This design comes from an exercise in tuning for small area on the open sky130 flow, not from production work.
In this exercise RTL edits were held to simulation tests only and were not proved equivalent to the original.
No activity file was given, so power comes from the tool's default toggle rates.

run 1:
## simdCore
module simdCore (
    input wire clk,
    input wire rst,
    input wire [18-1:0] instr,
    input wire ack,
    input wire [16-1:0] rdata,
    output logic [10-1:0] instrAddr,
    output logic req,
    output logic [10+16:0] memReq,
    output logic done
);
    localparam logic [1:0] sClr = 2'd0;        
    localparam logic [1:0] sRun = 2'd1;        
    localparam logic [1:0] sMem = 2'd2;        
    localparam logic [1:0] sDone = 2'd3;
    logic [1:0] state;
    logic [3:0] k;                              
    logic [3:0] cnt;                            
    logic [9:0] pc;
    logic memDone;
    logic [15:0] rf [0:11];                     
    logic [15:0] t;
    logic d1, d2;                               
    logic a1;                                   
    logic prevB;                                
    logic [1:0] dig;                            
    logic [1:0] cur;                            
    logic [1:0] carry;
    logic [5:0] op;
    logic [1:0] mode;
    logic isAdd, isSub, isMul, isAnd, isOr, isNot, isLoad, isStore, isSet, isHalt;
    logic useImm;
  ...
Settings: LEC_CHECK=0, CAP_MARGIN=20, CORE_MARGIN=2, CORE_UTILIZATION=40, SLEW_MARGIN=20; clock period 8.0 ns.
standard.sh (not shown) runs the stock make flow with config.mk's settings and CLKGATE_MAP_FILE= SYNTH_SCRIPT=/design/flow/synth_recipe.tcl, a recipe that flattens the netlist after the stock synthesis.
==> flow/flow/run.sh <==
#!/bin/bash
# Standard layout, with two changes: the port buffers are the smallest
# buffer cell, and clock tree synthesis inserts no dummy loads.
set -euo pipefail
export BUFFER_PORTS_ARGS="-buffer_cell sky130_fd_sc_hd__buf_1"
export CTS_ARGS="-sink_clustering_enable -repair_clock_nets -dont_use_dummy_load"
bash standard.sh finish > standard_flow.log 2>&1
Run 1 ended with every stage complete and zero timing, DRC or antenna violations.
The following lists how run 2 was set up differently from run 1:
- ABC_AREA now 1, previously not set
==> flow/run.sh (new file) <==
#!/bin/bash
# synth_recipe.tcl (not shown) runs the flow's synth.tcl, then flattens the netlist and writes it again
# the make line also repeats each setting of config.mk as NAME=value (left out here)
make -C /OpenROAD-flow-scripts/flow DESIGN_CONFIG=/design/flow/config.mk WORK_HOME=/design/flow/orfs CLKGATE_MAP_FILE= SYNTH_SCRIPT=/design/flow/synth_recipe.tcl finish
removed: flow/flow/run.sh
removed: flow/standard.sh
[summary]
Diff run 1 -> run 2: post-synthesis share of cell area spent on and, or, nand and nor gates has increased; power in combinational cells has increased; data required time of the critical path has increased. In the metrics for run 1 and run 2, the one carrying the higher weighted congestion at the end of routability-driven global placement is run 1.
--- input diff run 2..run 3 ---
- a deleted ABC_AREA that had been 1
### Flow results
| part of the total power dissipated in combinational logic | lower: run 3 |
The met3 routed wirelength in run 3 sits 9.6% below the value recorded for run 2.
When run 3 is set beside run 2, its delay of the slowest cell on the worst path turns out to be 60 ps larger.
Run 3 vs. run 2: xor and xnor area share after synthesis +1.8 points, sequential cell area share +0.72 points, number of cells in the design after placement -184, number of clock buffers in the layout -1, deepest level of the CTS H-tree ~0 delta.


run A:
Starting RTL as in the previous note.
Settings: LEC_CHECK=0, CAP_MARGIN=20, CORE_MARGIN=2, CORE_UTILIZATION=40, SLEW_MARGIN=20; clock period 8.0 ns.
==> flow/flow/run.sh <==
#!/bin/bash
set -euo pipefail
export BUFFER_PORTS_ARGS="-buffer_cell sky130_fd_sc_hd__buf_1"
export CTS_ARGS="-sink_clustering_enable -repair_clock_nets -dont_use_dummy_load -buf_list {sky130_fd_sc_hd__clkbuf_4 sky130_fd_sc_hd__clkbuf_8} -sink_clustering_size 12 -sink_clustering_max_diameter 40"
bash standard.sh finish > standard_flow.log 2>&1
### run A -> run B
==> flow/flow/run.sh <==
#!/bin/bash
set -euo pipefail
export BUFFER_PORTS_ARGS="-buffer_cell sky130_fd_sc_hd__buf_1"
export CTS_ARGS="-sink_clustering_enable -repair_clock_nets -dont_use_dummy_load -buf_list {sky130_fd_sc_hd__clkbuf_8} -sink_clustering_size 20 -sink_clustering_max_diameter 60"
bash standard.sh finish > standard_flow.log 2>&1
On global-route wire length before repair, run A loses to run B. Between run A and run B, the final-report max-slew violation count figures differ only marginally. Every run in the comparison, run B and run A, completed the flow with a clean layout. STATUS setup slack of the critical path after layout: run B loses against run A. Min clock group share of total power across run B and run A: run B. Per the comparison of run B with run A, area growth from synthesis to layout lost 2.2 points; ratio of cells with drive above 1 in the final layout lost 1.5 points. Run A has lower sequential cell area share than run B. Row post-layout minimum cycle time: run B higher / run A lower. When run B is measured against run A, its proportion of power drawn by combinational gates turns out 0.6 points higher. As far as per-cell via count in the routed design is concerned, run B and run A perform about the same.
Setup changes, run B to run C
# run B
export LEC_CHECK = 0
export CAP_MARGIN = 20
export CORE_MARGIN = 2
export CORE_UTILIZATION = 40
export SLEW_MARGIN = 20
create_clock -name core_clock -period 8.0 [get_ports {clk}]
# run C
export LEC_CHECK = 0
export CAP_MARGIN = 20
export CORE_MARGIN = 2
export CORE_UTILIZATION = 40
export CTS_BUF_LIST = sky130_fd_sc_hd__clkbuf_8
export CTS_CLUSTER_SIZE = 40
export SLEW_MARGIN = 20
create_clock -name core_clock -period 8.0 [get_ports {clk}]
==> flow/run.sh (new file) <==
#!/bin/bash
# synth_recipe.tcl (not shown) runs the flow's synth.tcl, then flattens the netlist and writes it again
# the make line also repeats each setting of config.mk as NAME=value (left out here)
make -C /OpenROAD-flow-scripts/flow DESIGN_CONFIG=/design/flow/config.mk WORK_HOME=/design/flow/orfs CLKGATE_MAP_FILE= SYNTH_SCRIPT=/design/flow/synth_recipe.tcl finish
removed: flow/flow/run.sh
removed: flow/standard.sh
--- outcome ---
met2 capacity usage during global routing sits higher in run C than in run B. Relative to run B, run C degrades final standard cell area without fillers. Delta (run C minus run B): number of buffers created by CTS went up, shortest clock period the worst path allows after layout rose by 0.34 ns, worst setup slack decreased by 0.34 ns relative to the old numbers.

[static timing again, ports no longer ideal]
The flow's constraints put no driver on any port. The routed layouts listed below were extracted and timed again, unchanged, in two steps. Step 1 sets driving cells, clkbuf_16 on the clock port and buf_2 on the other inputs (assumed; they add their load-dependent delay and slew). Step 2 also shifts input and output timing later by t, the mid clock arrival at the registers, as if the neighbouring blocks saw the same clock. Slacks: ideal ports / drivers / drivers and shift; pairs: ideal ports / drivers.
| run | shift t [ns] | setup slack, ns | latest minus earliest clock arrival (ns) |
|---|---|---|---|
| run 1 | 0.530 | 1.697 / 1.717 / 1.187 | 0.043 / 0.043 |
| run 2 | 0.558 | 2.406 / 2.422 / 1.863 | 0.011 / 0.011 |
| run 3 | 0.552 | 1.388 / 1.406 / 0.855 | 0.011 / 0.011 |
| run A | 0.568 | 1.781 / 1.796 / 1.228 | 0.052 / 0.052 |
| run B | 0.520 | 1.750 / 1.765 / 1.245 | 0.059 / 0.059 |
| run C | 0.551 | 1.411 / 1.424 / 0.873 | 0.028 / 0.028 |
After both steps setup and hold are still met in every run listed. For run A, which loses most, drivers alone change the setup slack by +0.015 ns; drivers and shift together by -0.553 ns.
